From an optimization exercise on the open Yosys and OpenROAD flow, aimed at small area and a short achievable clock period; shortcuts taken in it are not production practice. Only simulation tests tie the RTL to the original design; equivalence was not proved. The flow treats the clock pin as an ideal source, which a real chip does not have. Power is estimated from default activity; no workload was simulated.

// regfile_4r2w
module regfile_4r2w (
  input  logic         clk,
  input  logic         rst,
  input  logic [19:0]  rd_addr,
  output logic [127:0] rd_data,
  input  logic [1:0]   wr_en,
  input  logic [9:0]   wr_addr,
  input  logic [63:0]  wr_data,
  output logic         ready,
  output logic         wr_conflict
);
Size: roughly 8100 cells after synthesis, ~230 I/O pins, about 0.071 mm^2 of cells after synthesis.
Settings: LEC_CHECK=0, CAP_MARGIN=20, CORE_MARGIN=2, CORE_UTILIZATION=40, GPL_TIMING_DRIVEN=0, SETUP_SLACK_MARGIN=1.9, SLEW_MARGIN=20, SYNTH_HIERARCHICAL=1; clock period 4.0 ns.
standard.sh (not shown) runs the stock make flow with config.mk's settings and CLKGATE_MAP_FILE= SYNTH_SCRIPT=/design/flow/synth_recipe.tcl, a recipe that flattens the netlist after the stock synthesis.
==> flow/flow/run.sh <==
#!/bin/bash
# ORFS layout (the standard.sh) with:
# - every combinational cell set to its smallest drive after floorplan, and
#   the decoder nets that fan out across the array given strong drivers
#   (flow/post_fp.tcl, flow/presize.tcl); timing repair upsizes the rest
#   where paths need it;
# - a structured placement seed (flow/pre_gp.tcl): storage flops in a
#   bit-column x entry-row grid, read-data flops in a band across the middle,
#   ports next to the logic they connect to; global placement places the rest
#   around the fixed flops, which are freed afterwards (flow/post_gp.tcl);
# - plain buffers on the ports (buf_4 on inputs, buf_2 on outputs, the
#   latter added in flow/pre_gp.tcl) instead of the delay cells buffer_ports
#   picks by default;
# - the resizer may change a cell's footprint when sizing it, and sizes with
#   1.5x the platform's wire parasitics estimate (flow/rc.tcl);
# - the synthesis buffers are removed before placement;
# - clock tree of clkbuf_16 without dummy loads, clusters of up to 20
#   flip-flops;
# - if the repair after global routing congests the routing, global routing
#   is redone without it.
set -euo pipefail
here=$(pwd)
args=(
  "BUFFER_PORTS_ARGS=-inputs -buffer_cell sky130_fd_sc_hd__buf_4"
  "MATCH_CELL_FOOTPRINT=0"
  "REMOVE_ABC_BUFFERS=1"
  "CTS_ARGS=-sink_clustering_enable -repair_clock_nets -dont_use_dummy_load -sink_clustering_size 20 -sink_clustering_max_diameter 100 -buf_list sky130_fd_sc_hd__clkbuf_16"
  "POST_FLOORPLAN_TCL=$here/flow/post_fp.tcl"
  "PRE_GLOBAL_PLACE_TCL=$here/flow/pre_gp.tcl"
  "POST_GLOBAL_PLACE_TCL=$here/flow/post_gp.tcl"
  "PRE_RESIZE_TCL=$here/flow/rc.tcl"
  "PRE_CTS_TCL=$here/flow/rc.tcl"
  "PRE_GLOBAL_ROUTE_TCL=$here/flow/rc.tcl"
)
bash standard.sh "${args[@]}" cts > standard_cts.log 2>&1
if ! bash standard.sh "${args[@]}" grt > standard_grt.log 2>&1; then
  bash standard.sh "${args[@]}" "SKIP_INCREMENTAL_REPAIR=1" grt > standard_grt_retry.log 2>&1
fi
bash standard.sh "${args[@]}" finish > standard_finish.log 2>&1
==> flow/flow/presize.tcl <==
# Drive strengths for the nets that fan out across the array (the rest keeps
# the smallest drive; timing repair upsizes where needed): by net name for
# the predecoded address lines, and by fanout for everything else.
namespace eval pl_ps {
  variable rules {
    {g_rd\[\d+\]\.rlo\[\d+\]$}           4
    {g_rd\[\d+\]\.rhi\[\d+\]$}           4
    {g_rd\[\d+\]\.ra_n\[\d+\]$}          2
    {wlo(_n)?\[\d+\]\[\d+\]$}            8
    {whi(_n)?\[\d+\]\[\d+\]$}            4
    {g_wdec\[\d+\]\.wa_n\[\d+\]$}        2
  }
  proc resize {inst drv} {
    set db [ord::get_db]
    set m [[$inst getMaster] getName]
    if {![regexp {^(sky130_fd_sc_hd__[a-z0-9]+)_([0-9]+)$} $m -> base cur]} { return 0 }
    if {[regexp {__(df|conb|buf|clkbuf)} $base]} { return 0 }
    # largest available drive up to the one asked for
    for {set d $drv} {$d >= 1} {incr d -1} {
      set target "${base}_$d"
      if {[$db findMaster $target] ne "NULL"} break
    }
    if {$d <= $cur} { return 0 }
    replace_cell [$inst getName] $target
    return 1
  }
  proc main {} {
    variable rules
    set n 0
    foreach net [[ord::get_db_block] getNets] {
      set nm [string map {\\ {}} [$net getName]]
      set drv ""
      foreach {pat size} $rules {
        if {[regexp $pat $nm]} { set drv $size; break }
      }
      set fo 0
      set d ""
      foreach it [$net getITerms] {
        if {[$it isOutputSignal]} { set d [$it getInst] } elseif {[$it isInputSignal]} { incr fo }
      }
      if {$d eq ""} continue
      if {$drv eq ""} {
        if {$fo >= 40} { set drv 8 } elseif {$fo >= 10} { set drv 4 } else { continue }
      }
      incr n [resize $d $drv]
    }
    puts "presize: resized $n drivers"
  }
}
pl_ps::main
==> flow/flow/rc.tcl <==
# Pessimistic signal wire parasitics for the resizer's estimates: routed
# signal nets in this design extract about 1.5x the capacitance the
# platform's estimate gives. The clock keeps the platform's estimate.
foreach {layer c r} {met1 1.72375E-04 8.929e-04 met2 1.36233E-04 8.929e-04 met3 2.14962E-04 1.567e-04 met4 1.48128E-04 1.567e-04 met5 1.54087E-04 1.781e-05} {
  set_layer_rc -layer $layer -capacitance [expr {$c * 1.5}] -resistance [expr {$r * 1.5}]
}
set_wire_rc -signal -layer met1
set_wire_rc -clock -resistance 1.567e-04 -capacitance 2.14962E-04
Other scripts of this flow, unchanged in this note and not shown: flow/flow/post_fp.tcl, flow/flow/post_gp.tcl, flow/flow/pre_gp.tcl
The starting point went through all stages and came out clean.
Next try:
--- a/flow/flow/run.sh
+++ b/flow/flow/run.sh
@@ -18,4 +18,3 @@
 #   flip-flops;
-# - if the repair after global routing congests the routing, global routing
-#   is redone without it.
+# - no timing repair after global routing (it congests the routing).
 set -euo pipefail
@@ -32,8 +31,4 @@
   "PRE_CTS_TCL=$here/flow/rc.tcl"
-  "PRE_GLOBAL_ROUTE_TCL=$here/flow/rc.tcl"
 )
 bash standard.sh "${args[@]}" cts > standard_cts.log 2>&1
-if ! bash standard.sh "${args[@]}" grt > standard_grt.log 2>&1; then
-  bash standard.sh "${args[@]}" "SKIP_INCREMENTAL_REPAIR=1" grt > standard_grt_retry.log 2>&1
-fi
-bash standard.sh "${args[@]}" finish > standard_finish.log 2>&1
+bash standard.sh "${args[@]}" "SKIP_INCREMENTAL_REPAIR=1" finish > standard_finish.log 2>&1
--- a/flow/flow/presize.tcl
+++ b/flow/flow/presize.tcl
@@ -5,2 +5,3 @@
   variable rules {
+    {g_rd\[\d+\]\.quad\[\d+\]$}           2
     {g_rd\[\d+\]\.rlo\[\d+\]$}           4
==> flow/flow/rc.tcl (replaced) <==
# Pessimistic signal wire parasitics for the resizer's estimates: routed
# signal nets in this design extract about 1.25x the capacitance the
# platform estimate gives. The clock keeps the platform's estimate.
foreach {layer c r} {met1 1.72375E-04 8.929e-04 met2 1.36233E-04 8.929e-04 met3 2.14962E-04 1.567e-04 met4 1.48128E-04 1.567e-04 met5 1.54087E-04 1.781e-05} {
  set_layer_rc -layer $layer -capacitance [expr {$c * 1.25}] -resistance [expr {$r * 1.25}]
}
set_wire_rc -signal -layer met1
set_wire_rc -clock -resistance 1.567e-04 -capacitance 2.14962E-04
Outcome: Synthesized area is unchanged; global-route usage increases by 1.9 points; worst hold slack is better by 20 ps; core utilization went up by 0.32 points; power fell slightly; sequential power stays flat; wire length is higher by a few percent; fmax is higher slightly; die area does not change; sequential cell count does not change.

[afterwards: timing with drivers on the ports]
In the flow no input, the clock included, has a driving cell. The finished layouts below were timed again as built, in two steps.
Step 1 assumes that a clkbuf_16 drives the clock port and a buf_2 every other input.
Step 2 moves the port delays by t, midway between the first and last clock arrival at a register: inputs arrive t later, outputs are due t later. That takes back most of the time a late clock gives input paths.
Three values: no drivers, after step 1, after step 2; two values: the first two.
| run | t (ns) | setup slack, ns | hold WS [ns] | latest minus earliest clock arrival (ns) | worst slew at a driven data input, ns |
|---|---|---|---|---|---|
| the first run | 0.786 | 1.650 / 1.692 / 0.906 | 0.328 / 0.302 / 0.516 | 0.047 / 0.047 | 0.06 |
| the second run | 0.766 | 1.693 / 1.744 / 0.982 | 0.348 / 0.312 / 0.531 | 0.045 / 0.045 | 0.05 |
After both steps setup and hold are still met in every run listed. The setup slack of the first run, which loses most, moves by +0.042 ns with the drivers and by -0.744 ns with both steps.
